Context: an optimization exercise on an open-source flow, tuned for a short achievable clock period and few clock cycles. The choices shown serve that exercise and are no tape-out recipe.
Function was checked by simulation only, so behaviour that the tests miss may differ from the original.
No activity file was given, so power comes from the tool's default toggle rates.

**design.v**
```verilog
module mano_cpu #(
  parameter int ADDR_W = 12,
  parameter int MEM_AW = 8
) (
  input  logic                clk,
  input  logic                rst,
  input  logic                start,
  input  logic                mem_we,
  input  logic [MEM_AW-1:0]   mem_addr,
  input  logic [ADDR_W+3:0]   mem_wdata,
  output logic [ADDR_W+3:0]   mem_rdata,
  input  logic [7:0]          in_data,
  input  logic                in_valid,
  output logic                in_ready,
  output logic [7:0]          out_data,
  output logic                out_valid,
  input  logic                out_ready,
  output logic                running,
  output logic [ADDR_W-1:0]   pc,
  output logic [ADDR_W+3:0]   ac,
  output logic [ADDR_W+3:0]   ir,
  output logic                e,
  output logic [3:0]          sc
);
  localparam logic [15:0] HLT = 16'h7001;
  logic [255:0][15:0] mem;
  function automatic logic [255:0] dec8(input logic [7:0] a);
    logic [15:0] lo, hi;
    for (int i = 0; i < 16; i++) begin
      lo[i] = a[3:0] == i[3:0];
      hi[i] = a[7:4] == i[3:0];
    end
    for (int i = 0; i < 256; i++) dec8[i] = hi[i / 16] & lo[i % 16];
  endfunction
  function automatic logic [255:0] rot1(input logic [255:0] x);
    rot1 = {x[254:0], x[255]};
  endfunction
  function automatic logic [16:0] add16(input logic [15:0] x, input logic [15:0] y);
    logic [15:0] g, p, gg, pp, g2, p2;
    g = x & y;
    p = x ^ y;
    gg = g;
    pp = p;
    for (int d = 1; d < 16; d = d * 2) begin
      g2 = gg;
      p2 = pp;
      for (int i = d; i < 16; i++) begin
        g2[i] = gg[i] | (pp[i] & gg[i-d]);
        p2[i] = pp[i] & pp[i-d];
      end
      gg = g2;
      pp = p2;
    end
    add16 = {gg[15], p ^ {gg[14:0], 1'b0}};
  endfunction
  function automatic logic [15:0] inc16(input logic [15:0] x);
    logic [15:0] c;
    c[0] = 1'b1;
    for (int i = 1; i < 16; i++) c[i] = c[i-1] & x[i-1];
    inc16 = x ^ c;
  endfunction
  logic        s, r, ien, fgi, fgo, e_q;
  logic [15:0] ac_q, ir_q;
  logic [7:0]  inpr, outr;
  logic [11:0] pc_f;                  
  logic [255:0] pc_oh;                
  logic        v_e;
  logic [15:0] ir_e;
  logic [11:0] pc_e, ea_e;
  logic        sk_e;                  
  logic        df_e;                  
  logic [255:0] ea_oh;                
  logic        wz_pend;               
  logic [11:0] wz_data;
  logic [255:0] w_oh, ptr_oh, h_oh, sel3;
  logic [15:0]  w_f, ptr_f, dr;
  assign w_oh   = dec8(w_f[7:0]);
  assign ptr_oh = dec8(ptr_f[7:0]);
  assign h_oh   = dec8(mem_addr);
  assign sel3   = s ? ea_oh : h_oh;
  always_comb begin
    w_f   = '0;
    ptr_f = '0;
    dr    = '0;
    for (int i = 0; i < 256; i++) begin
      w_f   = w_f   | (mem[i] & {16{pc_oh[i]}});
      ptr_f = ptr_f | (mem[i] & {16{w_oh[i]}});
      dr    = dr    | (mem[i] & {16{sel3[i]}});
    end
  end
  assign mem_rdata = dr;
  assign in_ready  = ~fgi;
  assign out_data  = outr;
  assign out_valid = ~fgo;
  assign running   = s;
  assign pc        = pc_f;
  assign ac        = ac_q;
  assign ir        = ir_q;
  assign e         = e_q;
  assign sc        = {3'b000, v_e};
  logic [2:0]   op_f;
  logic         ind_f, hlt_f;
  logic [11:0]  ea_f, pcn_f;
  logic [255:0] eaoh_f, pcnoh_f;
  assign op_f   = w_f[14:12];
  assign ind_f  = w_f[15] && op_f != 3'd7;
  assign ea_f   = ind_f ? ptr_f[11:0] : w_f[11:0];
  assign eaoh_f = ind_f ? ptr_oh : w_oh;
  assign hlt_f  = w_f == HLT;
  logic         sk_f;
  always_comb begin
    case (op_f)
      3'd4: begin
        pcn_f   = ea_f;
        pcnoh_f = eaoh_f;
      end
      3'd5: begin
        pcn_f   = ea_f + 12'd1;
        pcnoh_f = rot1(eaoh_f);
      end
      default: begin
        pcn_f   = sk_f ? pc_f + 12'd2 : pc_f + 12'd1;
        pcnoh_f = sk_f ? rot1(rot1(pc_oh)) : rot1(pc_oh);
      end
    endcase
  end
  logic [2:0]  op_e;
  logic [11:0] b;
  logic        mr_e, rr_e, io_e, irq_e, halt_e, skip_e, we_e;
  logic [15:0] wd_e, dr_inc;
  logic [16:0] sum_e;
  logic [11:0] pc_e1, next_pc_e;
  assign op_e   = ir_e[14:12];
  assign b      = ir_e[11:0];
  assign mr_e   = op_e != 3'd7;
  assign rr_e   = !mr_e && !ir_e[15];
  assign io_e   = !mr_e && ir_e[15];
  assign irq_e  = ien && (fgi || fgo);
  assign halt_e = rr_e && b == 12'h001;
  assign pc_e1  = pc_e + 12'd1;
  assign dr_inc = inc16(dr);
  assign sum_e  = add16(ac_q, dr);
  logic [15:0] ac_r;
  logic        e_r, ldac_e;
  assign ldac_e = v_e && mr_e && (op_e == 3'd0 || op_e == 3'd1 || op_e == 3'd2);
  always_comb begin
    ac_r = ac_q;
    e_r  = e_q;
    if (v_e) begin
      if (rr_e) begin
        if (b[11])      ac_r = '0;
        else if (b[10]) e_r = 1'b0;
        else if (b[9])  ac_r = ~ac_q;
        else if (b[8])  e_r = ~e_q;
        else if (b[7])  {ac_r, e_r} = {e_q, ac_q};
        else if (b[6])  {e_r, ac_r} = {ac_q, e_q};
        else if (b[5])  ac_r = inc16(ac_q);
      end else if (io_e && b[11]) ac_r[7:0] = inpr;
    end
  end
  logic [15:0] ac_x;
  logic        e_x;
  always_comb begin
    ac_x = ac_r;
    e_x  = e_r;
    if (ldac_e) begin
      case (op_e)
        3'd0:    ac_x = ac_q & dr;
        3'd1:    {e_x, ac_x} = sum_e;
        default: ac_x = dr;
      endcase
    end
  end
  function automatic logic skip_cond(input logic [15:0] w, input logic [15:0] a, input logic ev,
                                     input logic fi, input logic fo);
    skip_cond = 1'b0;
    if (w[14:12] == 3'd7 && !w[15]) begin
      if (w[11:5] != '0)  skip_cond = 1'b0;
      else if (w[4])      skip_cond = !a[15];
      else if (w[3])      skip_cond = a[15];
      else if (w[2])      skip_cond = a == '0;
      else if (w[1])      skip_cond = !ev;
    end else if (w[14:12] == 3'd7) begin
      if (w[11:10] != '0) skip_cond = 1'b0;
      else if (w[9])      skip_cond = fi;
      else if (w[8])      skip_cond = fo;
    end
  endfunction
  assign skip_e = (mr_e && op_e == 3'd6 && dr == 16'hFFFF)
               || (df_e && skip_cond(ir_e, ac_q, e_q, fgi, fgo));
  assign we_e = v_e && mr_e && (op_e == 3'd3 || op_e == 3'd5 || op_e == 3'd6);
  always_comb begin
    case (op_e)
      3'd3:    wd_e = ac_q;
      3'd5:    wd_e = {4'b0, pc_e1};
      default: wd_e = dr_inc;
    endcase
  end
  always_comb begin
    if (skip_e || sk_e)            next_pc_e = pc_e + 12'd2;
    else if (mr_e && op_e == 3'd4) next_pc_e = ea_e;
    else if (mr_e && op_e == 3'd5) next_pc_e = ea_e + 12'd1;
    else                           next_pc_e = pc_e1;
  end
  logic ien_x, fgi_x, fgo_x;
  always_comb begin
    ien_x = ien;
    fgi_x = fgi;
    fgo_x = fgo;
    if (v_e && io_e) begin
      if (b[11])      fgi_x = 1'b0;
      else if (b[10]) fgo_x = 1'b0;
      else if (b[9] || b[8]) ;
      else if (b[7])  ien_x = 1'b1;
      else if (b[6])  ien_x = 1'b0;
    end
  end
  logic skw_f, df_f;
  assign skw_f = op_f == 3'd7 && (w_f[15] ? (w_f[11:10] == '0 && w_f[9:8] != '0)
                                          : (w_f[11:5] == '0 && w_f[4:1] != '0));
  assign df_f  = skw_f && ldac_e;
  assign sk_f  = !ldac_e && skip_cond(w_f, ac_r, e_r, fgi_x, fgo_x);
  logic stale_f;
  assign stale_f = (we_e && (ea_e[7:0] == pc_f[7:0] || (ind_f && ea_e[7:0] == w_f[7:0])))
                || (wz_pend && (pc_f[7:0] == 8'd0 || (ind_f && w_f[7:0] == 8'd0)));
  logic [255:0] wsel;
  logic [15:0]  wd;
  always_comb begin
    if (!s) begin
      wsel = mem_we ? h_oh : '0;
      wd   = mem_wdata;
    end else if (wz_pend) begin
      wsel = 256'd1;
      wd   = {4'b0, wz_data};
    end else begin
      wsel = we_e ? ea_oh : '0;
      wd   = wd_e;
    end
  end
  for (genvar i = 0; i < 256; i++) begin : g_mem
    always_ff @(posedge clk) begin
      if (!rst && wsel[i]) mem[i] <= wd;
    end
  end
  always_ff @(posedge clk) begin
    if (rst) begin
      s       <= 1'b0;
      r       <= 1'b0;
      ien     <= 1'b0;
      fgi     <= 1'b0;
      fgo     <= 1'b1;
      e_q     <= 1'b0;
      ac_q    <= '0;
      ir_q    <= '0;
      inpr    <= '0;
      outr    <= '0;
      pc_f    <= '0;
      pc_oh   <= 256'd1;
      v_e     <= 1'b0;
      wz_pend <= 1'b0;
    end else begin
      if (in_valid && !fgi) begin
        inpr <= in_data;
        fgi  <= 1'b1;
      end
      if (!fgo && out_ready) fgo <= 1'b1;
      wz_pend <= 1'b0;
      if (!s) begin
        v_e <= 1'b0;
        if (start) begin
          s <= 1'b1;
          if (r) begin
            r       <= 1'b0;
            ien     <= 1'b0;
            pc_f    <= 12'd1;
            pc_oh   <= 256'd2;
            wz_pend <= 1'b1;
            wz_data <= pc_f;
          end else begin
            v_e   <= 1'b1;
            ir_e  <= w_f;
            pc_e  <= pc_f;
            ea_e  <= ea_f;
            ea_oh <= eaoh_f;
            sk_e  <= sk_f;
            df_e  <= df_f;
            pc_f  <= pcn_f;
            pc_oh <= pcnoh_f;
          end
        end
      end else begin
        if (v_e) begin
          ir_q <= ir_e;
          ac_q <= ac_x;
          e_q  <= e_x;
          if (io_e) begin
            if (b[11]) begin
              fgi       <= 1'b0;
            end else if (b[10]) begin
              outr <= ac_q[7:0];
              fgo  <= 1'b0;
            end
            else if (b[9] || b[8]) ;
            else if (b[7]) ien <= 1'b1;
            else if (b[6]) ien <= 1'b0;
          end
        end
        if (v_e && halt_e) begin
          s   <= 1'b0;
          v_e <= 1'b0;
          if (irq_e) r <= 1'b1;
        end else if (v_e && irq_e) begin
          v_e     <= 1'b0;
          ien     <= 1'b0;
          pc_f    <= 12'd1;
          pc_oh   <= 256'd2;
          wz_pend <= 1'b1;
          wz_data <= next_pc_e;
        end else if (v_e && skip_e) begin
          v_e   <= 1'b0;
          pc_f  <= pc_f + 12'd1;
          pc_oh <= rot1(pc_oh);
        end else if (stale_f) begin
          v_e <= 1'b0;
        end else if (hlt_f) begin
          s     <= 1'b0;
          v_e   <= 1'b0;
          pc_f  <= pc_f + 12'd1;
          pc_oh <= rot1(pc_oh);
          ir_q  <= HLT;
          if (ien_x && (fgi_x || fgo_x)) r <= 1'b1;
        end else begin
          v_e   <= 1'b1;
          ir_e  <= w_f;
          pc_e  <= pc_f;
          ea_e  <= ea_f;
          ea_oh <= eaoh_f;
          sk_e  <= sk_f;
          df_e  <= df_f;
          pc_f  <= pcn_f;
          pc_oh <= pcnoh_f;
        end
      end
    end
  end
endmodule
```
**run.sh**
```bash
#!/bin/bash
# synth_recipe.tcl (not shown) runs the flow's synth.tcl, then flattens the netlist and writes it again
# the make line also repeats each setting of config.mk as NAME=value (left out here)
make -C /OpenROAD-flow-scripts/flow DESIGN_CONFIG=/design/flow/config.mk WORK_HOME=/design/flow/orfs CLKGATE_MAP_FILE= SYNTH_SCRIPT=/design/flow/synth_recipe.tcl finish
```
**config.mk**
```make
export PLATFORM = sky130hd
export DESIGN_NAME = mano_cpu
export DESIGN_NICKNAME = mano_cpu
export VERILOG_FILES = /design/flow/design.v
export SDC_FILE = /design/flow/constraint.sdc
export NUM_CORES = 4
export LEC_CHECK = 0
export ABC_CLOCK_PERIOD_IN_PS = 1500
export CAP_MARGIN = 20
export CELL_PAD_IN_SITES_DETAIL_PLACEMENT = 1
export CELL_PAD_IN_SITES_GLOBAL_PLACEMENT = 2
export CORE_MARGIN = 2
export CORE_UTILIZATION = 25
export SETUP_SLACK_MARGIN = 2.5
export SLEW_MARGIN = 20
export SYNTH_MEMORY_MAX_BITS = 8192
export TNS_END_PERCENT = 10
```
**constraint.sdc**
```tcl
create_clock -name core_clock -period 9.0 [get_ports {clk}]
set_input_delay 1.8000 -clock core_clock [delete_from_list [all_inputs] [get_ports {clk}]]
set_output_delay 1.8000 -clock core_clock [all_outputs]
set_load 0.01 [all_outputs]
```
==> results_dict.tcl, run 1 <==
set metrics [dict create \
    ios 114 \
    track_usage_pct 113.4 \
    placed_cell_area_sq_um 322900 \
    async_flop_share_pct 0 \
    cts-root-buf "clkbuf_16" \
    seq_area_frac_synth_pct 58.54 \
    grt_pass1_wl_um 7002000 \
    synthFlopType "edfxtp_1" \
    syn_area_per_cell_sq_um 12.01 \
    synth_top_area_cell "edfxtp_1" \
    outcome "aborted with a tool error" \
    synth_top_area_share_pct 55.81 \
    place_congestion 1.797 \
    stop_stage "global routing (5_1_grt)" \
    yosysWarnings 1 \
    hpwlAfterDp_um 4091000 \
    synth-edff-count 4406 \
    synth_cell_types 102 \
    die_w_um 977.8 \
    start_util_pct 25.08 \
    ys_top_cells_by_area "edfxtp_1 56%, a221oi_1 7.6%, a22o_1 7.6%" \
    first-error "[ERROR GRT-0116] Global routing finished with congestion. Check the congestion regions in the DRC Viewer." \
    netlist_area_sq_um 237100 \
    cts_made_buffers 624 \
    die_h_um 977.8 \
    grt_pass1_vias 424700 \
    grt_max_degree 158 \
    ctsHtreeMaxLevel 6 \
    clk_path_buf_depth 5 \
    syn_inst 19740 \
    cts_sinks 4730 \
    ys_ff_latch 4730 \
    rows 357 \
    overflow 125400 \
    port_buffers 110 \
]
==> cell usage after synthesis (30+ instances only) <==
cell type,number
edfxtp_1,4406
a221oi_1,2067
a22o_1,2060
clkbuf_1,1440
nand2_1,1066
nand4_1,938
a22oi_1,888
a21oi_1,801
nand3_1,707
nor2_1,624
nor3_1,403
buf_2,341
dfxtp_1,324
a31oi_1,288
a32oi_1,286
o21ai_0,273
nor4_1,265
o31ai_1,263
inv_1,255
and3_1,190
mux2i_1,189
buf_1,176
a32o_1,149
and2_1,131
o22ai_1,82
or3_1,82
o211ai_1,76
and4_1,70
or4_1,64
a211oi_1,60
ha_1,52
nor2b_1,52
a211o_1,50
xnor2_1,48
a222oi_1,35
a31o_2,32
buf_4,30
==> routing by layer <==
layer	global-route usage, %	overflow
met1	107.2	25180
met2	130.9	65360
met3	105.3	18010
met4	108.9	15020
met5	96.62	1810
==> power by group through the flow <==
stage          Combinational [mW]  Sequential [mW]  Clock, mW
2_1_floorplan                3.78             25.2          0
3_3_place_gp                 16.4             28.0          0
3_5_place_dp                 16.4             27.8          0
4_1_cts                      17.0             27.2       26.3
==> metrics by stage <==
stage / std cells / setup WS (ps) / utilization [%]
after CTS: 38600 / 167.3 / 36.97
after global placement: 37140 / -4139 / 33.95
after floorplan: 19740 / -268.0 / -
after detailed placement: 37240 / -2808 / 34.16
==> timing repair <==
| action | in CTS |
|---|---|
| gates resized for setup | 785 |
| buffers inserted | 236 |
| hold buffers | 0 |
| gates cloned | 9 |
| setup endpoints to repair | 4994 |
| pin swaps | 119 |
==> how the worst max path moves through the flow <==
stage	cells after the start	startpoint	endpoint	slack [ps]
floorplan	15	mem_addr[5]	mem[1009]	-270
global placement	38	mem_addr[7]	ac_q[14]	-4140
detailed placement	36	mem_addr[4]	ac_q[14]	-2810
CTS	21	mem_addr[4]	mem_rdata[10]	170
==> logic make-up after synthesis <==
group / share of synthesized area [%]
AND/OR/NAND/NOR: 10.62
buffers and inverters: 3.826
XOR/XNOR: 0.2660
adder cells (fa/ha/maj): 0.2829
other: 0.001582
flip-flops: 58.54
multiplexers: 0.9595
AO/OA/AOI/OAI: 25.50
Testbench counts, summed over its fixed seeds: cycles 10,257.
==> run 2, diff against run 1 <==
--- a/design.v
+++ b/design.v
@@ -57,6 +57,10 @@
     logic [15:0] c;
-    c[0] = 1'b1;
-    for (int i = 1; i < 16; i++) c[i] = c[i-1] & x[i-1];
+    for (int i = 0; i < 16; i++) c[i] = &(x | ~((16'd1 << i) - 16'd1));
     inc16 = x ^ c;
   endfunction
+  function automatic logic [11:0] inc12(input logic [11:0] x);
+    logic [11:0] c;
+    for (int i = 0; i < 12; i++) c[i] = &(x | ~((12'd1 << i) - 12'd1));
+    inc12 = x ^ c;
+  endfunction
   logic        s, r, ien, fgi, fgo, e_q;
@@ -117,3 +121,3 @@
       3'd5: begin
-        pcn_f   = ea_f + 12'd1;
+        pcn_f   = inc12(ea_f);
         pcnoh_f = rot1(eaoh_f);
@@ -121,3 +125,3 @@
       default: begin
-        pcn_f   = sk_f ? pc_f + 12'd2 : pc_f + 12'd1;
+        pcn_f   = sk_f ? pc_f + 12'd2 : inc12(pc_f);
         pcnoh_f = sk_f ? rot1(rot1(pc_oh)) : rot1(pc_oh);
@@ -139,3 +143,3 @@
   assign halt_e = rr_e && b == 12'h001;
-  assign pc_e1  = pc_e + 12'd1;
+  assign pc_e1  = inc12(pc_e);
   assign dr_inc = inc16(dr);
@@ -201,3 +205,3 @@
     else if (mr_e && op_e == 3'd4) next_pc_e = ea_e;
-    else if (mr_e && op_e == 3'd5) next_pc_e = ea_e + 12'd1;
+    else if (mr_e && op_e == 3'd5) next_pc_e = inc12(ea_e);
     else                           next_pc_e = pc_e1;
@@ -245,2 +249,10 @@
   always_ff @(posedge clk) begin
+    ir_e  <= w_f;
+    pc_e  <= pc_f;
+    ea_e  <= ea_f;
+    ea_oh <= eaoh_f;
+    sk_e  <= sk_f;
+    df_e  <= df_f;
+  end
+  always_ff @(posedge clk) begin
     if (rst) begin
@@ -280,8 +292,2 @@
             v_e   <= 1'b1;
-            ir_e  <= w_f;
-            pc_e  <= pc_f;
-            ea_e  <= ea_f;
-            ea_oh <= eaoh_f;
-            sk_e  <= sk_f;
-            df_e  <= df_f;
             pc_f  <= pcn_f;
@@ -320,3 +326,3 @@
           v_e   <= 1'b0;
-          pc_f  <= pc_f + 12'd1;
+          pc_f  <= inc12(pc_f);
           pc_oh <= rot1(pc_oh);
@@ -327,3 +333,3 @@
           v_e   <= 1'b0;
-          pc_f  <= pc_f + 12'd1;
+          pc_f  <= inc12(pc_f);
           pc_oh <= rot1(pc_oh);
@@ -333,8 +339,2 @@
           v_e   <= 1'b1;
-          ir_e  <= w_f;
-          pc_e  <= pc_f;
-          ea_e  <= ea_f;
-          ea_oh <= eaoh_f;
-          sk_e  <= sk_f;
-          df_e  <= df_f;
           pc_f  <= pcn_f;
--- a/config.mk
+++ b/config.mk
@@ -13,2 +13,3 @@
 export CORE_UTILIZATION = 25
+export PLACE_DENSITY = 0.4
 export SETUP_SLACK_MARGIN = 2.5
==> run 2 against run 1 <==
  * The flow again stops in global routing (5_1_grt)
  * Area after synthesis down 1.6%
  * Synthesized cell count decreased by 3.2%
==> results_dict.tcl, run 2 <==
set metrics [dict create \
    ctsHoldBuffers 0 \
    stop_stage "global routing (5_1_grt)" \
    ctsHtreeMaxLevel 6 \
    synth_top_area_cell "edfxtp_1" \
    hpwlAfterDp_um 4148000 \
    ios 114 \
    syn_area_per_cell_sq_um 12.21 \
    dp_cells 36870 \
    cts_made_buffers 634 \
    cts_sinks 4730 \
    netlist_area_sq_um 233300 \
    die_w_um 970.0 \
    port_buffers 110 \
    syn_inst 19110 \
    yosysWarnings 1 \
    placed_cell_area_sq_um 326800 \
    ys_top_cells_by_area "edfxtp_1 53%, a221oi_1 8.0%, a22o_1 7.8%" \
    place_congestion 1.781 \
    seq_area_frac_synth_pct 58.21 \
    rows 354 \
    synthMostInstantiatedCell "edfxtp_1" \
    async_flop_share_pct 0 \
    synth_top_area_share_pct 52.87 \
    die_h_um 970.0 \
    grt_pass1_vias 421700 \
    outcome "aborted with a tool error" \
    grt_max_degree 101 \
    clk_path_buf_depth 5 \
    cts-root-buf "clkbuf_16" \
    synth-edff-count 4108 \
    yosys-top-cells-count "4108 x edfxtp_1, 2124 x a221oi_1, 2080 x a22o_1" \
    overflow 138100 \
    place_ws_ps -3079 \
    start_util_pct 25.10 \
    synth_cell_types 106 \
    ys_ff_latch 4730 \
    synthFlopType "edfxtp_1" \
    grt_pass1_wl_um 7000000 \
    track_usage_pct 115.7 \
    first-error "[ERROR GRT-0116] Global routing finished with congestion. Check the congestion regions in the DRC Viewer." \
]
run 2: worst max path at each step:
stage / end / slack [ps] / startpoint / cells after the start
after global placement: e_q / -4600 / mem_addr[4] / 38
after CTS: pc_oh[209] / 40 / pc_oh[235] / 31
after detailed placement: e_q / -3080 / mem_addr[4] / 36
after floorplan: mem[1005] / 870 / mem_addr[4] / 20
run 2: kinds of logic after synthesis:
family          Yosys count  synth area share (%)
mux                     424                 1.862
xor+xnor                 76                0.2853
simple gates           4137                 9.286
other cells               1              0.001607
buf+inv                2041                 3.436
flops                  4730                 58.21
fa+ha+maj                45                0.2445
compound gates         7654                 26.67
run 2: through the flow:
stage	total power, mW	hold WS, ps	TNS [ps]
after detailed placement	37.46	467.6	-3299200
after CTS	63.59	485.9	0
after global placement	37.43	464.4	-5913970
after floorplan	28.27	390.3	0
run 2: metal layers:
metal  GRT usage (%)  overflow
met4           109.6     16100
met1           109.7     29540
met5           95.80      1483
met2           134.1     70970
met3           107.7     20030
run 2: timing repair:
action                     4_1_cts
gates resized for setup        787
pin swaps                      110
buffers inserted               266
setup endpoints to repair     4696
cloned                           6
run 2: power groups by stage:
stage,Clock [mW],Combinational (mW),Sequential (mW)
CTS,26.2,12.0,25.4
detailed placement,0,11.5,25.9
global placement,0,11.3,26.1
floorplan,0,2.96,25.3
Testbench counts of run 2, summed over its fixed seeds: cycles 10,257.
==> run 3, diff against run 2 <==
--- a/design.v
+++ b/design.v
@@ -25,32 +25,3 @@
   localparam logic [15:0] HLT = 16'h7001;
-  logic [255:0][15:0] mem;
-  function automatic logic [255:0] dec8(input logic [7:0] a);
-    logic [15:0] lo, hi;
-    for (int i = 0; i < 16; i++) begin
-      lo[i] = a[3:0] == i[3:0];
-      hi[i] = a[7:4] == i[3:0];
-    end
-    for (int i = 0; i < 256; i++) dec8[i] = hi[i / 16] & lo[i % 16];
-  endfunction
-  function automatic logic [255:0] rot1(input logic [255:0] x);
-    rot1 = {x[254:0], x[255]};
-  endfunction
-  function automatic logic [16:0] add16(input logic [15:0] x, input logic [15:0] y);
-    logic [15:0] g, p, gg, pp, g2, p2;
-    g = x & y;
-    p = x ^ y;
-    gg = g;
-    pp = p;
-    for (int d = 1; d < 16; d = d * 2) begin
-      g2 = gg;
-      p2 = pp;
-      for (int i = d; i < 16; i++) begin
-        g2[i] = gg[i] | (pp[i] & gg[i-d]);
-        p2[i] = pp[i] & pp[i-d];
-      end
-      gg = g2;
-      pp = p2;
-    end
-    add16 = {gg[15], p ^ {gg[14:0], 1'b0}};
-  endfunction
+  logic [4095:0] mem;                 
   function automatic logic [15:0] inc16(input logic [15:0] x);
@@ -69,3 +40,2 @@
   logic [11:0] pc_f;                  
-  logic [255:0] pc_oh;                
   logic        v_e;
@@ -75,21 +45,10 @@
   logic        df_e;                  
-  logic [255:0] ea_oh;                
   logic        wz_pend;               
   logic [11:0] wz_data;
-  logic [255:0] w_oh, ptr_oh, h_oh, sel3;
+  logic [7:0]   a3;
   logic [15:0]  w_f, ptr_f, dr;
-  assign w_oh   = dec8(w_f[7:0]);
-  assign ptr_oh = dec8(ptr_f[7:0]);
-  assign h_oh   = dec8(mem_addr);
-  assign sel3   = s ? ea_oh : h_oh;
-  always_comb begin
-    w_f   = '0;
-    ptr_f = '0;
-    dr    = '0;
-    for (int i = 0; i < 256; i++) begin
-      w_f   = w_f   | (mem[i] & {16{pc_oh[i]}});
-      ptr_f = ptr_f | (mem[i] & {16{w_oh[i]}});
-      dr    = dr    | (mem[i] & {16{sel3[i]}});
-    end
-  end
+  assign a3 = s ? ea_e[7:0] : mem_addr;
+  mano_cpu_rd u_rd_f (.m(mem), .a(pc_f[7:0]), .q(w_f));
+  mano_cpu_rd u_rd_p (.m(mem), .a(w_f[7:0]),  .q(ptr_f));
+  mano_cpu_rd u_rd_e (.m(mem), .a(a3),        .q(dr));
   assign mem_rdata = dr;
@@ -107,3 +66,2 @@
   logic [11:0]  ea_f, pcn_f;
-  logic [255:0] eaoh_f, pcnoh_f;
   assign op_f   = w_f[14:12];
@@ -111,3 +69,2 @@
   assign ea_f   = ind_f ? ptr_f[11:0] : w_f[11:0];
-  assign eaoh_f = ind_f ? ptr_oh : w_oh;
   assign hlt_f  = w_f == HLT;
@@ -118,3 +75,2 @@
         pcn_f   = ea_f;
-        pcnoh_f = eaoh_f;
       end
@@ -122,3 +78,2 @@
         pcn_f   = inc12(ea_f);
-        pcnoh_f = rot1(eaoh_f);
       end
@@ -126,3 +81,2 @@
         pcn_f   = sk_f ? pc_f + 12'd2 : inc12(pc_f);
-        pcnoh_f = sk_f ? rot1(rot1(pc_oh)) : rot1(pc_oh);
       end
@@ -144,4 +98,4 @@
   assign pc_e1  = inc12(pc_e);
-  assign dr_inc = inc16(dr);
-  assign sum_e  = add16(ac_q, dr);
+  mano_cpu_inc16 u_inc_d (.x(dr), .y(dr_inc));
+  mano_cpu_add16 u_add (.x(ac_q), .y(dr), .s(sum_e));
   logic [15:0] ac_r;
@@ -229,3 +183,4 @@
                 || (wz_pend && (pc_f[7:0] == 8'd0 || (ind_f && w_f[7:0] == 8'd0)));
-  logic [255:0] wsel;
+  logic         we;
+  logic [7:0]   wa;
   logic [15:0]  wd;
@@ -233,9 +188,12 @@
     if (!s) begin
-      wsel = mem_we ? h_oh : '0;
+      we   = mem_we;
+      wa   = mem_addr;
       wd   = mem_wdata;
     end else if (wz_pend) begin
-      wsel = 256'd1;
+      we   = 1'b1;
+      wa   = 8'd0;
       wd   = {4'b0, wz_data};
     end else begin
-      wsel = we_e ? ea_oh : '0;
+      we   = we_e;
+      wa   = ea_e[7:0];
       wd   = wd_e;
@@ -245,3 +203,3 @@
     always_ff @(posedge clk) begin
-      if (!rst && wsel[i]) mem[i] <= wd;
+      if (!rst && we && wa == i[7:0]) mem[16*i +: 16] <= wd;
     end
@@ -252,3 +210,2 @@
     ea_e  <= ea_f;
-    ea_oh <= eaoh_f;
     sk_e  <= sk_f;
@@ -269,3 +226,2 @@
       pc_f    <= '0;
-      pc_oh   <= 256'd1;
       v_e     <= 1'b0;
@@ -287,3 +243,2 @@
             pc_f    <= 12'd1;
-            pc_oh   <= 256'd2;
             wz_pend <= 1'b1;
@@ -293,3 +248,2 @@
             pc_f  <= pcn_f;
-            pc_oh <= pcnoh_f;
           end
@@ -321,3 +275,2 @@
           pc_f    <= 12'd1;
-          pc_oh   <= 256'd2;
           wz_pend <= 1'b1;
@@ -327,3 +280,2 @@
           pc_f  <= inc12(pc_f);
-          pc_oh <= rot1(pc_oh);
         end else if (stale_f) begin
@@ -334,3 +286,2 @@
           pc_f  <= inc12(pc_f);
-          pc_oh <= rot1(pc_oh);
           ir_q  <= HLT;
@@ -340,3 +291,2 @@
           pc_f  <= pcn_f;
-          pc_oh <= pcnoh_f;
         end
@@ -345,2 +295,53 @@
   end
+endmodule
+module mano_cpu_rd (
+  input  logic [4095:0] m,
+  input  logic [7:0]    a,
+  output logic [15:0]   q
+);
+  logic [63:0][15:0] l1;
+  logic [15:0][15:0] l2;
+  logic [3:0][15:0]  l3;
+  always_comb begin
+    for (int i = 0; i < 64; i++) l1[i] = m[16*(4*i + a[1:0]) +: 16];
+    for (int i = 0; i < 16; i++) l2[i] = l1[4*i + a[3:2]];
+    for (int i = 0; i < 4; i++)  l3[i] = l2[4*i + a[5:4]];
+    q = l3[a[7:6]];
+  end
+endmodule
+module mano_cpu_add16 (
+  input  logic [15:0] x,
+  input  logic [15:0] y,
+  output logic [16:0] s
+);
+  logic [15:0] g, p, gg, pp, g2, p2;
+  always_comb begin
+    g  = x & y;
+    p  = x ^ y;
+    gg = g;
+    pp = p;
+    for (int l = 0; l < 4; l++) begin
+      g2 = gg;
+      p2 = pp;
+      for (int i = 0; i < 16; i++) begin
+        if (i >= (1 << l)) begin
+          g2[i] = gg[i] | (pp[i] & gg[i-(1<<l)]);
+          p2[i] = pp[i] & pp[i-(1<<l)];
+        end
+      end
+      gg = g2;
+      pp = p2;
+    end
+    s = {gg[15], p ^ {gg[14:0], 1'b0}};
+  end
+endmodule
+module mano_cpu_inc16 (
+  input  logic [15:0] x,
+  output logic [15:0] y
+);
+  logic [15:0] c;
+  always_comb begin
+    for (int i = 0; i < 16; i++) c[i] = &(x | ~((16'd1 << i) - 16'd1));
+    y = x ^ c;
+  end
 endmodule
--- a/config.mk
+++ b/config.mk
@@ -12,6 +12,6 @@
 export CORE_MARGIN = 2
-export CORE_UTILIZATION = 25
-export PLACE_DENSITY = 0.4
+export CORE_UTILIZATION = 30
 export SETUP_SLACK_MARGIN = 2.5
 export SLEW_MARGIN = 20
+export SYNTH_HIERARCHICAL = 1
 export SYNTH_MEMORY_MAX_BITS = 8192
==> run 3 against run 2 <==
  * The run now finishes clean
  * Synthesized cell count decreased by 29%
  * Area after synthesis decreased by 2.6%
==> results_dict.tcl, run 3 <==
set metrics [dict create \
    outcome "no timing/DRC/antenna violations" \
    cp-start-kind "flip-flop" \
    die_h_um 874.2 \
    whs_ps 462.6 \
    critPathLaunch "pc_f[1]" \
    vdd_drop_max_uv 587.7 \
    max_slew_margin_pct 11.44 \
    crit_path_frequent_cell "buf_4" \
    clock.fmax_mhz 124.2 \
    critPathRequiredTime_ps 10080 \
    arrival_ps 9140 \
    criticalPathCategory "reg2reg" \
    antenna_found_initial 62 \
    grt_max_degree 113 \
    min_from "ir_q[8]" \
    critPathBufInv 12 \
    syn_area_per_cell_sq_um 16.79 \
    setup_viol 0 \
    syn2layout_area_growth_pct 24.25 \
    cap_violations 0 \
    cts_made_buffers 474 \
    drc_errors 0 \
    largest-register "mem" \
    wl_per_cell_um 43.67 \
    critical_path.top_delay_family "simple AND/OR/NAND/NOR gates" \
    fillers 74770 \
    cts_tree "built" \
    track_usage_pct 27.64 \
    mostFrequentLayoutCell "edfxtp_1" \
    vias 161800 \
    ios 114 \
    cp_max_fo 20 \
    overflow 0 \
    cp-end-kind "flip-flop" \
    ctsHtreeMaxLevel 5 \
    slew_viol_final 0 \
    r2r_slack_ps 950 \
    largest_register_ffs 4096 \
    clk_path_buf_depth 4 \
    layout_min_cycle_time_ps 8054 \
    port_buffers 110 \
    power.density_nw_per_um2 450.4 \
    place_congestion 0.9513 \
    ctsHoldBuffers 0 \
    wirelength_um 1120000 \
    coreArea_sq_um 754800 \
    min_period_over_period_pct 89.49 \
    hpwlAfterDp_um 735100 \
    die_w_um 874.2 \
    syn_inst 13530 \
    netlist_area_sq_um 227200 \
    hold_path_class "reg2reg" \
    final_cell_mix "4108 x edfxtp_1, 2223 x mux4_2, 1541 x buf_4, 1351 x mux2i_1, 535 x clkbuf_16" \
    grt_pass1_vias 159200 \
    fin_worst_skew_ps 128.4 \
    grt_pass1_wl_um 1454000 \
    drtIter0Drc 21820 \
    start_util_pct 30.10 \
    cts_sinks 4218 \
    tns_ps 0 \
    finalNetCount 15180 \
    clock_latency_ps 1170 \
    cpMaxStageDelayCell "nor4b_4" \
    max_stage_delay_ps 560 \
    ant_nets 0 \
    worst_pin_slew_ps 1320 \
    clk_pin_slew_ps 60 \
    hold_violations 0 \
    grt_setup_unrepaired "true" \
    yosysWarnings 10 \
    drive_gt1_share_pct 41.29 \
    p_leak_nw 90.43 \
    viasPerCell 6.308 \
    die_area_sq_um 764300 \
    rows 319 \
    r2r-start "pc_f[1]" \
    cts-root-buf "clkbuf_16" \
    dr.pass1.iters 5 \
]
[run 3: cell type report]
| type | instances | area (sq um) | area share (%) |
|---|---|---|---|
| clock buffers | 575 | 12330 | 4.368 |
| diodes | 38 | 95.09 | 0.03369 |
| clock inverters | 309 | 2910 | 1.031 |
| well taps | 10110 | 12650 | 4.481 |
| flip-flops and latches | 4218 | 125600 | 44.49 |
| multi-input cells | 7890 | 99820 | 35.36 |
| inverters | 63 | 324.1 | 0.1148 |
| repair buffers | 2448 | 28570 | 10.12 |
[run 3: metrics by stage]
stage / total power [mW] / worst slack [ps] / util [%] / cells / instance area, sq um
2_1_floorplan: 62.43 / 706.9 / - / 13540 / 227600
3_3_place_gp: 95.33 / -1130 / 33.35 / 24080 / 251700
3_5_place_dp: 95.51 / -835.3 / 33.36 / 24080 / 251800
4_1_cts: 121.4 / 1100 / 36.29 / 25210 / 273900
5_1_grt: 128.7 / 986.8 / 37.39 / 25620 / 282200
6_report: 127.2 / 946.2 / 37.40 / 25650 / 282300
[run 3: worst paths after layout]
check	end	cells past startpoint
setup / recovery	pc_f[11]	32
hold / removal	ir_q[8]	2
setup reg to reg	pc_f[11]	32
hold reg to reg	ir_q[8]	2
[run 3: worst reg2reg max path: cells and delay by family, from the launching register on]
kind / cells / cell delay, ps
buffers and inverters: 12 / 2900
AOI/OAI and AO/OA: 6 / 1410
xor gates and xnor gates: 1 / 260
and+or+nand+nor: 13 / 2890
DFF: 1 / 540
[run 3: routing by layer]
layer	GRT usage, %	wire length [um]	up-vias
li1	-	-	61990
met3	6.184	109500	2301
met4	16.71	86190	24
met1	35.04	416700	88050
met2	43.33	507600	9463
met5	0	174	-
[run 3: where the power goes]
part | internal [mW] | leakage, nW | total, mW | switching (mW)
Combinational | 35.1 | 45.2 | 84.1 | 49.0
Sequential | 23.0 | 37.8 | 23.3 | 0.310
Clock | 11.0 | 7.42 | 19.7 | 8.76
Total | 69.1 | 90.4 | 127 | 58.1
[run 3: repair_timing]
action | CTS | global route
endpoints found under the setup margin | 4150 | 3531
endpoints found under the hold margin | 0 | 0
setup buffers | 185 | 332
gates cloned | 55 | 72
pin swaps | 99 | 188
resized for setup | 651 | 736
Testbench counts of run 3, summed over its fixed seeds: cycles 10,257.
==> run 4, diff against run 3 <==
--- a/design.v
+++ b/design.v
@@ -45,2 +45,3 @@
   logic        df_e;                  
+  logic        bump;                  
   logic        wz_pend;               
@@ -70,3 +71,4 @@
   assign hlt_f  = w_f == HLT;
-  logic         sk_f;
+  logic         sk_f, bsai_f;
+  assign bsai_f = ind_f && op_f == 3'd5;
   always_comb begin
@@ -77,3 +79,3 @@
       3'd5: begin
-        pcn_f   = inc12(ea_f);
+        pcn_f   = ind_f ? ea_f : inc12(w_f[11:0]);
       end
@@ -228,2 +230,3 @@
       wz_pend <= 1'b0;
+      bump    <= 1'b0;
     end else begin
@@ -235,2 +238,3 @@
       wz_pend <= 1'b0;
+      bump    <= 1'b0;
       if (!s) begin
@@ -248,2 +252,3 @@
             pc_f  <= pcn_f;
+            bump  <= bsai_f;
           end
@@ -277,2 +282,5 @@
           wz_data <= next_pc_e;
+        end else if (bump) begin
+          v_e  <= 1'b0;
+          pc_f <= inc12(pc_f);
         end else if (v_e && skip_e) begin
@@ -291,2 +299,3 @@
           pc_f  <= pcn_f;
+          bump  <= bsai_f;
         end
==> flow/run.sh (new file) <==
#!/bin/bash
# The standard layout (the standard.sh, whole), except that the port
# buffers are inserted as sky130_fd_sc_hd__buf_8 cells rather than the
# resizer's default pick, a delay-buffer cell that the footprint-matched
# repair cannot resize away. All of make's output goes to layout.log here;
# each ORFS step also keeps its own log under orfs/logs.
set -euo pipefail
bash standard.sh "BUFFER_PORTS_ARGS=-buffer_cell sky130_fd_sc_hd__buf_8" finish > layout.log 2>&1
==> standard.sh (new file) <==
#!/bin/bash
# synth_recipe.tcl (not shown) runs the flow's synth.tcl, then flattens the netlist and writes it again
# the make line also repeats each setting of config.mk as NAME=value (left out here)
make -C /OpenROAD-flow-scripts/flow DESIGN_CONFIG=/design/flow/config.mk WORK_HOME=/design/flow/orfs CLKGATE_MAP_FILE= SYNTH_SCRIPT=/design/flow/synth_recipe.tcl "${@:-finish}"
--- a/config.mk
+++ b/config.mk
@@ -12,3 +12,3 @@
 export CORE_MARGIN = 2
-export CORE_UTILIZATION = 30
+export CORE_UTILIZATION = 35
 export SETUP_SLACK_MARGIN = 2.5
removed: run.sh
==> run 4 against run 3 <==
  * Design area is 1.0% lower
  * Worst setup slack better by 730 ps
  * Sequential power hardly changed
  * Clock power is 6% higher
  * Via count is 1.1% higher
  * Largest cell class unchanged
  * Highest routed layer unchanged
==> results_dict.tcl, run 4 <==
set metrics [dict create \
    grt_setup_unrepaired "true" \
    grt_pass1_vias 164400 \
    die_area_sq_um 655500 \
    grt_pass1_wl_um 1506000 \
    die_w_um 809.7 \
    fin_worst_skew_ps 123.0 \
    outcome "no timing/DRC/antenna violations" \
    hold_path_class "reg2reg" \
    start_util_pct 35.17 \
    rows 295 \
    placed_cell_area_sq_um 248500 \
    slew_viol_final 0 \
    yosysWarnings 10 \
    cp_max_fo 13 \
    antenna_found_initial 69 \
    layout_min_cycle_time_ps 7326 \
    critPathRequiredTime_ps 10020 \
    ant_nets 0 \
    vias 163700 \
    layout.cells.non_filler 23920 \
    min_from "ir_q[5]" \
    ios 114 \
    cts_made_buffers 518 \
    clock_latency_ps 1180 \
    final_cell_mix "4108 x edfxtp_1, 2223 x mux4_2, 1376 x buf_4, 1361 x mux2i_1, 573 x clkbuf_16" \
    largest-register "mem" \
    largest_register_ffs 4096 \
    finalNetCount 14970 \
    die_h_um 809.7 \
    setup_viol 0 \
    hold_path_depth 2 \
    syn_inst 13530 \
    place_ws_ps -360.4 \
    viasPerCell 6.841 \
    track_usage_pct 33.54 \
    hpwlAfterDp_um 741100 \
    p_leak_nw 89.51 \
    clk_pin_slew_ps 60 \
    hold_end "ir_q[5]" \
    mostFrequentLayoutCell "edfxtp_1" \
    syn2layout_area_growth_pct 22.98 \
    cp-start-kind "flip-flop" \
    timing.final.ws_setup_ps 1674 \
    cts_tree "built" \
    design_area_sq_um 279400 \
    vdd_drop_max_uv 618.2 \
    cp-end-kind "flip-flop" \
    power.total_mw 134.5 \
    port_buffers 110 \
    min_period_over_period_pct 81.40 \
    cts-root-buf "clkbuf_16" \
    cap_violations 0 \
    drc_errors 0 \
    wirelength_um 1145000 \
    arrival_ps 8350 \
    hold_violations 0 \
    drtIter0Drc 22530 \
    drive_gt1_share_pct 41.13 \
    overflow 0 \
    reg2reg_to "pc_f[11]" \
    grt_max_degree 129 \
    r2r_slack_ps 1670 \
    netlist_area_sq_um 227200 \
    clock.fmax_mhz 136.5 \
    reg2reg_depth 26 \
    syn_area_per_cell_sq_um 16.79 \
    dp_cells 22410 \
    clk_path_buf_depth 4 \
    ctsHtreeMaxLevel 6 \
    cts_sinks 4219 \
    power.density_nw_per_um2 481.3 \
    max_slew_margin_pct 14.12 \
    dr.pass1.iters 6 \
    critPathLaunch "pc_f[1]" \
    criticalPathCategory "reg2reg" \
    place_congestion 0.9656 \
    whs_ps 488.9 \
    wl_per_cell_um 47.85 \
    coreArea_sq_um 645900 \
    r2r-start "pc_f[1]" \
    worst_pin_slew_ps 1285 \
]
-- run 4: power breakdown --
group          total (mW)  switching [mW]  leakage, nW  internal [mW]
combinational        90.1            53.6         43.7           36.6
sequential           23.4           0.349         37.9           23.0
clock                20.9            9.04         7.97           11.9
total                 134            62.9         89.5           71.5
-- run 4: critical path, stage by stage, from the launching register on --
cell and delay (ps):
dfxtp_4 400, buf_12 160, buf_4 180, or2_2 670
o221ai_1 430, a21oi_1 130, buf_4 220, nor3_1 740
nand4_1 180, buf_4 290, nor4b_4 350, buf_12 200
buf_4 200, and3b_1 210, and2_1 330, buf_4 250
o21ai_1 130, buf_4 220, nand4_1 280, buf_6 260
nor4b_4 310, buf_12 210, nor2_2 70, a2111oi_2 370
buf_4 170, a41oi_1 40, a31oi_1 190
-- run 4: worst max-delay path by stage --
stage / endpoint / cells after the start
2_1_floorplan: mem[1004] / 21
3_3_place_gp: pc_f[11] / 24
3_5_place_dp: pc_f[11] / 23
4_1_cts: mem_rdata[6] / 14
5_1_grt: pc_f[7] / 30
6_report: pc_f[11] / 26
-- run 4: repair_timing --
| item | CTS | global route |
|---|---|---|
| buffers inserted | 185 | 272 |
| resized for setup | 756 | 603 |
| hold buffers | 0 | 0 |
| setup endpoints to repair | 4125 | 858 |
| gates cloned | 60 | 47 |
| endpoints found under the hold margin | 0 | 0 |
| pin swaps | 123 | 184 |
-- run 4: per-stage QoR --
stage	utilization, %	setup TNS [ps]
4_1_cts	42.20	0
6_report	43.25	0
2_1_floorplan	-	0
3_3_place_gp	38.40	-16430
3_5_place_dp	38.47	-4815
5_1_grt	43.24	0
-- run 4: area by class of cell --
class                   instances  area (sq um)
flip-flops and latches       4219        125600
fillers                     61710        366500
diodes                         28         70.07
inverters                      66         282.8
multi-input cells            7884        100100
repair buffers               2193         26080
well taps                    8613         10780
clock inverters               265          2746
clock buffers                 656         13670
-- run 4: routing by layer --
metal | wire [um] | vias to the layer above | part of all wire, % | GRT usage (%)
met1 | 416700 | 88690 | 36 | 41.95
li1 | - | 61530 | - | -
met3 | 121700 | 2736 | 11 | 8.999
met5 | 207 | - | 0.018 | 0
met4 | 94720 | 34 | 8.3 | 21.89
met2 | 511500 | 10690 | 45 | 51.44
Testbench counts of run 4, summed over its fixed seeds: cycles 10,300.
==> run 5, diff against run 4 <==
--- a/design.v
+++ b/design.v
@@ -73,13 +73,9 @@
   assign bsai_f = ind_f && op_f == 3'd5;
+  logic ptr_case;
+  assign ptr_case = ind_f && (op_f == 3'd4 || op_f == 3'd5);
   always_comb begin
     case (op_f)
-      3'd4: begin
-        pcn_f   = ea_f;
-      end
-      3'd5: begin
-        pcn_f   = ind_f ? ea_f : inc12(w_f[11:0]);
-      end
-      default: begin
-        pcn_f   = sk_f ? pc_f + 12'd2 : inc12(pc_f);
-      end
+      3'd4:    pcn_f = w_f[11:0];
+      3'd5:    pcn_f = inc12(w_f[11:0]);
+      default: pcn_f = sk_f ? pc_f + 12'd2 : inc12(pc_f);
     endcase
@@ -208,2 +204,27 @@
   end
+  logic [11:0] pcn_o, pc_f_d;
+  logic        use_ptr;
+  always_comb begin
+    use_ptr = 1'b0;
+    pcn_o   = pc_f;
+    if (!s) begin
+      if (start) begin
+        if (r) pcn_o = 12'd1;
+        else begin
+          pcn_o   = pcn_f;
+          use_ptr = ptr_case;
+        end
+      end
+    end else if (v_e && halt_e) pcn_o = pc_f;
+    else if (v_e && irq_e)      pcn_o = 12'd1;
+    else if (bump)              pcn_o = inc12(pc_f);
+    else if (v_e && skip_e)     pcn_o = inc12(pc_f);
+    else if (stale_f)           pcn_o = pc_f;
+    else if (hlt_f)             pcn_o = inc12(pc_f);
+    else begin
+      pcn_o   = pcn_f;
+      use_ptr = ptr_case;
+    end
+  end
+  mano_cpu_mux12 u_pc_mux (.s(use_ptr), .a(ptr_f[11:0]), .b(pcn_o), .y(pc_f_d));
   always_ff @(posedge clk) begin
@@ -239,2 +260,3 @@
       bump    <= 1'b0;
+      pc_f    <= pc_f_d;
       if (!s) begin
@@ -246,3 +268,2 @@
             ien     <= 1'b0;
-            pc_f    <= 12'd1;
             wz_pend <= 1'b1;
@@ -251,3 +272,2 @@
             v_e   <= 1'b1;
-            pc_f  <= pcn_f;
             bump  <= bsai_f;
@@ -279,3 +299,2 @@
           ien     <= 1'b0;
-          pc_f    <= 12'd1;
           wz_pend <= 1'b1;
@@ -284,6 +303,4 @@
           v_e  <= 1'b0;
-          pc_f <= inc12(pc_f);
         end else if (v_e && skip_e) begin
           v_e   <= 1'b0;
-          pc_f  <= inc12(pc_f);
         end else if (stale_f) begin
@@ -293,3 +310,2 @@
           v_e   <= 1'b0;
-          pc_f  <= inc12(pc_f);
           ir_q  <= HLT;
@@ -298,3 +314,2 @@
           v_e   <= 1'b1;
-          pc_f  <= pcn_f;
           bump  <= bsai_f;
@@ -356 +371,9 @@
 endmodule
+module mano_cpu_mux12 (
+  input  logic        s,
+  input  logic [11:0] a,
+  input  logic [11:0] b,
+  output logic [11:0] y
+);
+  assign y = s ? a : b;
+endmodule
==> run 5 against run 4 <==
  * Register-to-register slack improved by 240 ps
  * Global-route usage fell by 0.41 points
  * Total power fell by 7.2%
  * Worst setup slack got worse by 56 ps
  * Design area fell by 1.0%
  * First-iteration DRC count fell by 6.6%
  * Die area rose by 0.25%
  * Worst hold slack improved by 2.7 ps
  * Flip-flop and latch count did not move
  * Area after synthesis rose by 0.25%
  * Core utilization fell by 0.64 points
  * Critical endpoint is now mem_rdata[8]
  * Highest routed layer unchanged
==> results_dict.tcl, run 5 <==
set metrics [dict create \
    outcome "no timing/DRC/antenna violations" \
    grt_max_degree 97 \
    timing.final.ws_setup_ps 1617 \
    largest-register "mem" \
    grt_pass1_vias 164300 \
    clk_path_buf_depth 4 \
    cts_made_buffers 485 \
    setup_viol 0 \
    cpMaxStageDelayCell "nand4_1" \
    p_leak_nw 88.35 \
    yosysWarnings 10 \
    place_ws_ps -150.6 \
    layout.cells.non_filler 23790 \
    arrival_ps 5580 \
    mostFrequentLayoutCell "edfxtp_1" \
    antenna_found_initial 63 \
    finalNetCount 14800 \
    criticalPathCategory "in2out" \
    cp-end-kind "primary output" \
    port_buffers 110 \
    fillers 62100 \
    hpwlAfterDp_um 722000 \
    hold_violations 0 \
    cts-root-buf "clkbuf_16" \
    cp_max_fo 35 \
    min_period_over_period_pct 82.03 \
    ctsHtreeMaxLevel 5 \
    drc_errors 0 \
    syn_area_per_cell_sq_um 16.80 \
    largest_register_ffs 4096 \
    coreArea_sq_um 648900 \
    power.density_nw_per_um2 451.5 \
    track_usage_pct 33.13 \
    vias 161000 \
    die_w_um 810.7 \
    grt_setup_unrepaired "true" \
    netlist_area_sq_um 227700 \
    cp_cell_sequence "buf_8 > inv_1 > o21ai_4 > buf_12 > or2_4 > buf_12 > buf_6 > o22ai_1 > a211oi_1 > buf_4 > a211oi_4 > nand4_1 > buf_12 > nor4b_4 > buf_4 > buf_12 > buf_8" \
    overflow 0 \
    place_congestion 0.9807 \
    dr.pass1.iters 6 \
    drtIter0Drc 21040 \
    cp-start-kind "input pin" \
    grt_pass1_wl_um 1495000 \
    drive_gt1_share_pct 39.74 \
    power.total_mw 124.8 \
    wirelength_um 1118000 \
    ff_latch_area_sq_um 125600 \
    ios 114 \
    max_stage_delay_ps 440 \
    multi_input_area_sq_um 99020 \
    die_area_sq_um 657200 \
    slew_viol_final 0 \
    cap_violations 0 \
    max_slew_margin_pct 13.13 \
    start_util_pct 35.10 \
    viasPerCell 6.769 \
    crit_path_frequent_cell "buf_12" \
    worst_pin_slew_ps 1297 \
    syn_inst 13560 \
    ctsHoldBuffers 0 \
    tns_ps 0 \
    clock.fmax_mhz 135.5 \
    layout_min_cycle_time_ps 7383 \
    vdd_drop_max_uv 649.8 \
    clk_pin_slew_ps 60 \
    rows 296 \
    final_cell_mix "4108 x edfxtp_1, 2223 x mux4_2, 1365 x mux2i_1, 1254 x buf_4, 500 x clkbuf_16" \
    wl_per_cell_um 47.00 \
    syn2layout_area_growth_pct 21.39 \
    hold_path_class "reg2reg" \
    critPathRequiredTime_ps 7200 \
    clock_latency_ps 1150 \
    ant_nets 0 \
    cts_sinks 4219 \
    cts_tree "built" \
    dp_cells 22390 \
    fin_worst_skew_ps 120.2 \
    die_h_um 810.7 \
]
## run 5: power by group
group	switching [mW]	total [mW]	internal (mW)
logic	49.5	81.5	32.0
clock network	8.81	19.9	11.1
registers	0.347	23.4	23.0
total	58.7	125	66.1
## run 5: critical path, delay by kind of cell
family	cells	cell delay (ps)
AND/OR/NAND/NOR	3	1040
AO/OA/AOI/OAI	4	640
buffers and inverters	10	1870
## run 5: layer usage
metal | up-vias | wire (um) | global-route usage [%]
li1 | 61220 | - | -
met1 | 87000 | 406400 | 40.98
met2 | 10050 | 500900 | 51.14
met3 | 2710 | 113500 | 8.635
met4 | 40 | 97040 | 22.49
met5 | - | 338 | 0.09497
## run 5: final timing paths
kind                             startpoint            to  slack, ps  cells after the start
worst max-delay path            mem_addr[2]  mem_rdata[8]       1620                     17
worst min-delay path                ir_q[8]       ir_q[8]        490                      2
worst max register to register      pc_f[3]       pc_f[5]       1910                     24
worst min register to register      ir_q[8]       ir_q[8]        490                      2
## run 5: timing repair
action,CTS,global route
cloned,120,10
setup endpoints to repair,3640,3000
pin swaps,158,82
buffers inserted,289,66
gates resized for setup,977,137
## run 5: final cells by class
| type | instances | area share (%) |
|---|---|---|
| clock buffers | 585 | 4.583 |
| multi-input cells | 7909 | 35.82 |
| well taps | 8642 | 3.911 |
| diodes | 34 | 0.03077 |
| inverters | 60 | 0.09821 |
| repair buffers | 2040 | 9.094 |
| flip-flops and latches | 4219 | 45.44 |
| clock inverters | 300 | 1.031 |
## run 5: metrics by stage
stage / hold slack [ps] / utilization (%) / cell area (sq um)
detailed placement: 482.6 / 38.19 / 247800
CTS: 496.3 / 42.36 / 274900
finish: 491.5 / 42.61 / 276500
global placement: 477.4 / 38.18 / 247700
floorplan: 392.2 / - / 228000
global route: 515.1 / 42.60 / 276400
Testbench counts of run 5, summed over its fixed seeds: cycles 10,300.
==> run 6, diff against run 5 <==
--- a/config.mk
+++ b/config.mk
@@ -13,3 +13,3 @@
 export CORE_UTILIZATION = 35
-export SETUP_SLACK_MARGIN = 2.5
+export SETUP_SLACK_MARGIN = 3
 export SLEW_MARGIN = 20
@@ -17,2 +17,2 @@
 export SYNTH_MEMORY_MAX_BITS = 8192
-export TNS_END_PERCENT = 10
+export TNS_END_PERCENT = 0
==> run 6 against run 5 <==
  * Total power down 0.63%
  * Core utilization down 0.67 points
  * Routed wire length down 1.8%
  * Largest power group unchanged
  * Highest routed layer unchanged
==> results_dict.tcl, run 6 <==
set metrics [dict create \
    outcome "no timing/DRC/antenna violations" \
    cts-root-buf "clkbuf_16" \
    finalNetCount 14650 \
    hold_path_class "reg2reg" \
    placed_cell_area_sq_um 249400 \
    tns_ps 0 \
    viasPerCell 6.773 \
    vias 160100 \
    max_slew_margin_pct 13.48 \
    reg2reg_to "pc_f[7]" \
    switching_share_pct 46.40 \
    design_area_sq_um 272100 \
    grt_setup_unrepaired "true" \
    die_w_um 810.7 \
    track_usage_pct 32.48 \
    grt_max_degree 176 \
    cp-end-kind "flip-flop" \
    rows 296 \
    drive_gt1_share_pct 37.81 \
    final_cell_mix "4108 x edfxtp_1, 2223 x mux4_2, 1377 x mux2i_1, 1239 x buf_4, 539 x clkbuf_16" \
    max_stage_delay_ps 740 \
    die_area_sq_um 657200 \
    p_leak_nw 86.67 \
    clock_latency_ps 1150 \
    timing.final.ws_setup_ps 1478 \
    power_frac_comb_pct 63.9 \
    clkPwrFrac_pct 17.2 \
    worst_pin_slew_ps 1291 \
    syn_inst 13560 \
    p_seq_share_pct 18.9 \
    place_congestion 0.9411 \
    clk_pin_slew_ps 60 \
    netlist_area_sq_um 227700 \
    ios 114 \
    largest-register "mem" \
    whs_ps 495.8 \
    cp_max_fo 16 \
    power.total_mw 124.0 \
    wirelength_um 1098000 \
    setup_viol 0 \
    cts_tree "built" \
    start_util_pct 35.10 \
    place_ws_ps -377.2 \
    cts_made_buffers 521 \
    clock.fmax_mhz 132.9 \
    yosysWarnings 10 \
    critPathRequiredTime_ps 9980 \
    fin_util_pct 41.94 \
    hold_violations 0 \
    layout_min_cycle_time_ps 7522 \
    cts_sinks 4219 \
    fin_worst_skew_ps 78.14 \
    grt_pass1_wl_um 1466000 \
    power.density_nw_per_um2 455.8 \
    arrival_ps 8510 \
    cap_violations 0 \
    coreArea_sq_um 648900 \
    hold_end "ir_q[8]" \
    die_h_um 810.7 \
    clk_path_buf_depth 4 \
    overflow 0 \
    r2r_slack_ps 1480 \
    reg2reg_depth 25 \
    cp-start-kind "flip-flop" \
    layout.cells.non_filler 23640 \
    r2r-start "pc_f[2]" \
    mostFrequentLayoutCell "edfxtp_1" \
    hold_path_depth 2 \
    ctsHoldBuffers 0 \
    largest_register_ffs 4096 \
    cpMaxStageDelayCell "nand2b_2" \
    drc_errors 0 \
    antenna_found_initial 69 \
    syn_area_per_cell_sq_um 16.80 \
    dr.pass1.iters 6 \
    critPathLaunch "pc_f[2]" \
    port_buffers 110 \
    min_from "ir_q[8]" \
    power_switching_mw 57.55 \
    grt_pass1_vias 162400 \
    criticalPathCategory "reg2reg" \
    slew_viol_final 0 \
    syn2layout_area_growth_pct 19.49 \
    dp_cells 22490 \
    hpwlAfterDp_um 726500 \
    wl_per_cell_um 46.44 \
    vdd_drop_max_uv 723.2 \
    p_int_mw 66.49 \
    crit_path_frequent_cell "buf_4" \
    min_period_over_period_pct 83.58 \
    ctsHtreeMaxLevel 6 \
    drtIter0Drc 20930 \
    ant_nets 0 \
]
[run 6: cell types whose count changed in the layout (fill, tap and decap cells not counted), moves of 26 or more]
cell       before  now
a21oi_1       437  492
a21oi_2        90   41
a22oi_1       430  457
a22oi_2        56   29
buf_16        140   50
buf_6         128   72
bufbuf_16      56   20
clkbuf_16     500  539
clkinv_1      114   80
nor2_2        109   66
nor2_4        151  194
o221ai_1      480  506
o221ai_2       70   42
o22ai_1       303  333
[run 6: what timing repair did]
item / CTS / global route
pin swaps: 75 / 71
endpoints found under the setup margin: 4186 / 3923
gates resized for setup: 433 / 188
cloned: 28 / 7
setup buffers: 132 / 25
[run 6: area by class of cell]
cell class | count | area, sq um
fillers | 62610 | 376700
multi-input cells | 7909 | 97570
repair buffers | 1858 | 21060
diodes | 22 | 55.05
clock inverters | 286 | 3005
well taps | 8642 | 10810
clock buffers | 648 | 13770
flip-flops and latches | 4219 | 125600
inverters | 60 | 250.2
[run 6: worst max path at each step]
stage / cells after the start / end / slack, ps
2_1_floorplan: 21 / mem[1004] / 630
3_3_place_gp: 26 / pc_f[10] / -1050
3_5_place_dp: 24 / pc_f[4] / -380
4_1_cts: 17 / mem_rdata[7] / 1680
5_1_grt: 16 / mem_rdata[10] / 1670
6_report: 25 / pc_f[7] / 1480
[run 6: power groups by stage]
stage | clock [mW] | combinational [mW] | sequential, mW
finish | 21.3 | 79.3 | 23.4
global route | 22.2 | 80.1 | 23.4
CTS | 21.5 | 77.0 | 23.4
detailed placement | 0 | 74.8 | 23.9
global placement | 0 | 74.3 | 23.9
floorplan | 0 | 39.7 | 23.8
[run 6: layer usage]
| metal | global-route usage, % | share of wire [%] |
|---|---|---|
| met1 | 40.90 | 37 |
| met3 | 8.152 | 9.9 |
| met4 | 20.82 | 7.8 |
| met5 | 0.05845 | 0.026 |
| met2 | 50.08 | 45 |
[run 6: worst max-delay path, delay by kind of cell (launching register included)]
family	cells	cell delay (ps)
and+or+nand+nor	9	2860
AOI/OAI and AO/OA	3	940
muxes	1	270
buffers and inverters	12	2600
DFF	1	550
==> run 7, diff against run 6 <==
--- a/design.v
+++ b/design.v
@@ -48,9 +48,8 @@
   logic [11:0] wz_data;
-  logic [7:0]   a3;
-  logic [15:0]  w_f, ptr_f, dr;
-  assign a3 = s ? ea_e[7:0] : mem_addr;
+  logic [15:0]  w_f, ptr_f, dr, hr;
   mano_cpu_rd u_rd_f (.m(mem), .a(pc_f[7:0]), .q(w_f));
   mano_cpu_rd u_rd_p (.m(mem), .a(w_f[7:0]),  .q(ptr_f));
-  mano_cpu_rd u_rd_e (.m(mem), .a(a3),        .q(dr));
-  assign mem_rdata = dr;
+  mano_cpu_rd u_rd_e (.m(mem), .a(ea_e[7:0]), .q(dr));
+  mano_cpu_rd u_rd_h (.m(mem), .a(mem_addr),  .q(hr));
+  assign mem_rdata = hr;
   assign in_ready  = ~fgi;
==> run 7 against run 6 <==
  * Fmax is 2.4% lower
  * Via count is 22% higher
  * Cell count is 16% higher
  * Worst setup slack worse by 190 ps
  * Clock skew is 0.94 ps lower
  * Clock power hardly changed
  * Still clean on timing, DRC and antenna
  * Sequential power is 6% higher
==> results_dict.tcl, run 7 <==
set metrics [dict create \
    drtIter0Drc 27850 \
    cp_max_fo 32 \
    fin_worst_skew_ps 77.20 \
    setup_viol 0 \
    vias 196100 \
    die_h_um 867.6 \
    layout.cells.non_filler 27380 \
    cp-end-kind "flip-flop" \
    rows 317 \
    outcome "no timing/DRC/antenna violations" \
    antenna_found_initial 82 \
    wirelength_um 1402000 \
    ctsHtreeMaxLevel 6 \
    cts_tree "built" \
    die_w_um 867.6 \
    criticalPathCategory "reg2reg" \
    overflow 0 \
    place_congestion 1.010 \
    p_int_mw 71.39 \
    largest_register_ffs 4096 \
    hold_violations 0 \
    dr.pass1.iters 8 \
    syn2layout_area_growth_pct 17.00 \
    coreArea_sq_um 744100 \
    p_seq_share_pct 17.7 \
    drive_gt1_share_pct 38.07 \
    power_switching_mw 68.83 \
    power.density_nw_per_um2 459.2 \
    clk_pin_slew_ps 60 \
    cts-root-buf "clkbuf_16" \
    cap_violations 0 \
    clock.fmax_mhz 129.7 \
    arrival_ps 8780 \
    switching_share_pct 49.09 \
    min_period_over_period_pct 85.67 \
    slew_viol_final 0 \
    place_ws_ps -877.3 \
    largest-register "mem" \
    ff_latch_area_sq_um 125600 \
    cts_sinks 4219 \
    mostFrequentLayoutCell "edfxtp_1" \
    whs_ps 484.2 \
    ios 114 \
    timing.final.ws_setup_ps 1290 \
    critPathRequiredTime_ps 10070 \
    clkPwrFrac_pct 15.3 \
    dp_cells 26100 \
    clock_latency_ps 1170 \
    placed_cell_area_sq_um 281400 \
    finalNetCount 17090 \
    final_cell_mix "4108 x edfxtp_1, 3032 x mux4_2, 1862 x mux2i_1, 1317 x buf_4, 676 x o221ai_1" \
    track_usage_pct 36.12 \
    worst_pin_slew_ps 1412 \
    die_area_sq_um 752700 \
    syn_area_per_cell_sq_um 15.99 \
    cp-start-kind "flip-flop" \
    grt_max_degree 145 \
    yosysWarnings 10 \
    syn_inst 16320 \
    grt_pass1_vias 192100 \
    start_util_pct 35.08 \
    cts_made_buffers 533 \
    grt_pass1_wl_um 1840000 \
    drc_errors 0 \
    ant_nets 0 \
    vdd_drop_max_uv 439.7 \
    hold_path_class "reg2reg" \
    power_frac_comb_pct 67.0 \
    fillers 72750 \
    wl_per_cell_um 51.19 \
    netlist_area_sq_um 261000 \
    hpwlAfterDp_um 932300 \
    clk_path_buf_depth 4 \
    design_area_sq_um 305400 \
    max_slew_margin_pct 4.376 \
    viasPerCell 7.163 \
    grt_setup_unrepaired "true" \
    port_buffers 110 \
    p_leak_nw 97.04 \
    multi_input_area_sq_um 128400 \
    layout_min_cycle_time_ps 7710 \
]
run 7: stage by stage:
stage                     util, %  total power, mW  TNS, ps
final                       41.04            140.2        0
after global routing        41.03            141.0        0
after CTS                   40.80            136.0        0
after detailed placement    37.82            111.1    -3730
after global placement      37.77            110.9    -4500
after floorplan                 -            72.43        0
run 7: area by class of cell:
class                      instances  area share (%)
clock inverter                   299          0.8768
multi-input combinational      10260           42.03
sequential                      4219           41.14
tap                             9889           4.052
clock buffer                     656           4.618
antenna                           67         0.05490
inverter                          67         0.09956
timing repair buffer            1923           7.124
run 7: worst paths after layout:
| path | slack [ps] | endpoint | start | cells past startpoint |
|---|---|---|---|---|
| setup / recovery | 1290 | pc_f[8] | pc_f[3] | 21 |
| hold / removal | 480 | ir_q[3] | ir_q[3] | 2 |
| setup reg to reg | 1290 | pc_f[8] | pc_f[3] | 21 |
| hold reg to reg | 480 | ir_q[3] | ir_q[3] | 2 |
run 7: power by group through the flow:
stage / Clock, mW / Sequential (mW) / Combinational [mW]
6_report: 21.4 / 24.8 / 94.0
5_1_grt: 22.2 / 24.8 / 94.0
4_1_cts: 21.5 / 24.8 / 89.7
3_5_place_dp: 0 / 25.4 / 85.7
3_3_place_gp: 0 / 25.4 / 85.6
2_1_floorplan: 0 / 25.2 / 47.2
run 7: per-layer routing:
metal	up-vias	GRT usage [%]	share of wire (%)
li1	73100	-	-
met1	105600	44.35	36
met2	13790	53.75	44
met3	3643	10.45	11
met4	32	27.87	9.6
met5	-	0	0.015
run 7: worst max-delay path, stage by stage (launching register included):
cell and delay [ps]:
dfxtp_4 540, buf_6 290, inv_12 130, buf_16 300, mux2i_1 200, o211ai_1 710
or4_4 370, o311ai_4 310, nor3_4 600, buf_8 280, inv_6 70, buf_12 190
buf_4 360, o221ai_2 140, o22ai_1 150, a211oi_1 250, nand4_1 690, buf_4 420
nor4b_4 720, buf_4 240, mux2_4 130, nor2b_1 110
run 7: what timing repair did:
| item | 4_1_cts | 5_1_grt |
|---|---|---|
| endpoints found under the setup margin | 4819 | 4930 |
| resized for setup | 459 | 141 |
| hold buffers | 0 | 0 |
| cloned | 42 | 12 |
| pin swaps | 72 | 51 |
| endpoints found under the hold margin | 0 | 0 |
| setup buffers | 147 | 54 |
Testbench counts of run 7, summed over its fixed seeds: cycles 10,300.

-- what the ideal ports hide --
The results above use ideal ports. As a check the final layouts listed here were re-extracted and re-timed, cells and wires unchanged. Step 1 assumes that a clkbuf_16 drives the clock port and a buf_2 every other input. Step 2 also shifts input and output timing later by t, the mid clock arrival at the registers, as if the neighbouring blocks saw the same clock. a / b / c = no drivers / after step 1 / after step 2; a / b = the first two.
run	t, ns	setup WS [ns]	clock arrival spread, ns	slew at the worst register clock pin (ns)
run 3	1.252	0.946 / 0.946 / 0.683	0.128 / 0.128	0.08 / 0.08
run 4	1.256	1.674 / 1.674 / 0.835	0.123 / 0.124	0.07 / 0.07
run 5	1.216	1.617 / 1.569 / 0.743	0.120 / 0.120	0.07 / 0.07
run 6	1.246	1.478 / 1.478 / 0.569	0.079 / 0.078	0.07 / 0.07
run 7	1.286	1.290 / 0.866 / 0.866	0.077 / 0.077	0.07 / 0.07
After both steps setup and hold are still met in every run listed. For run 6, which loses most, drivers alone change the setup slack by 0.000 ns; drivers and shift together by -0.909 ns.
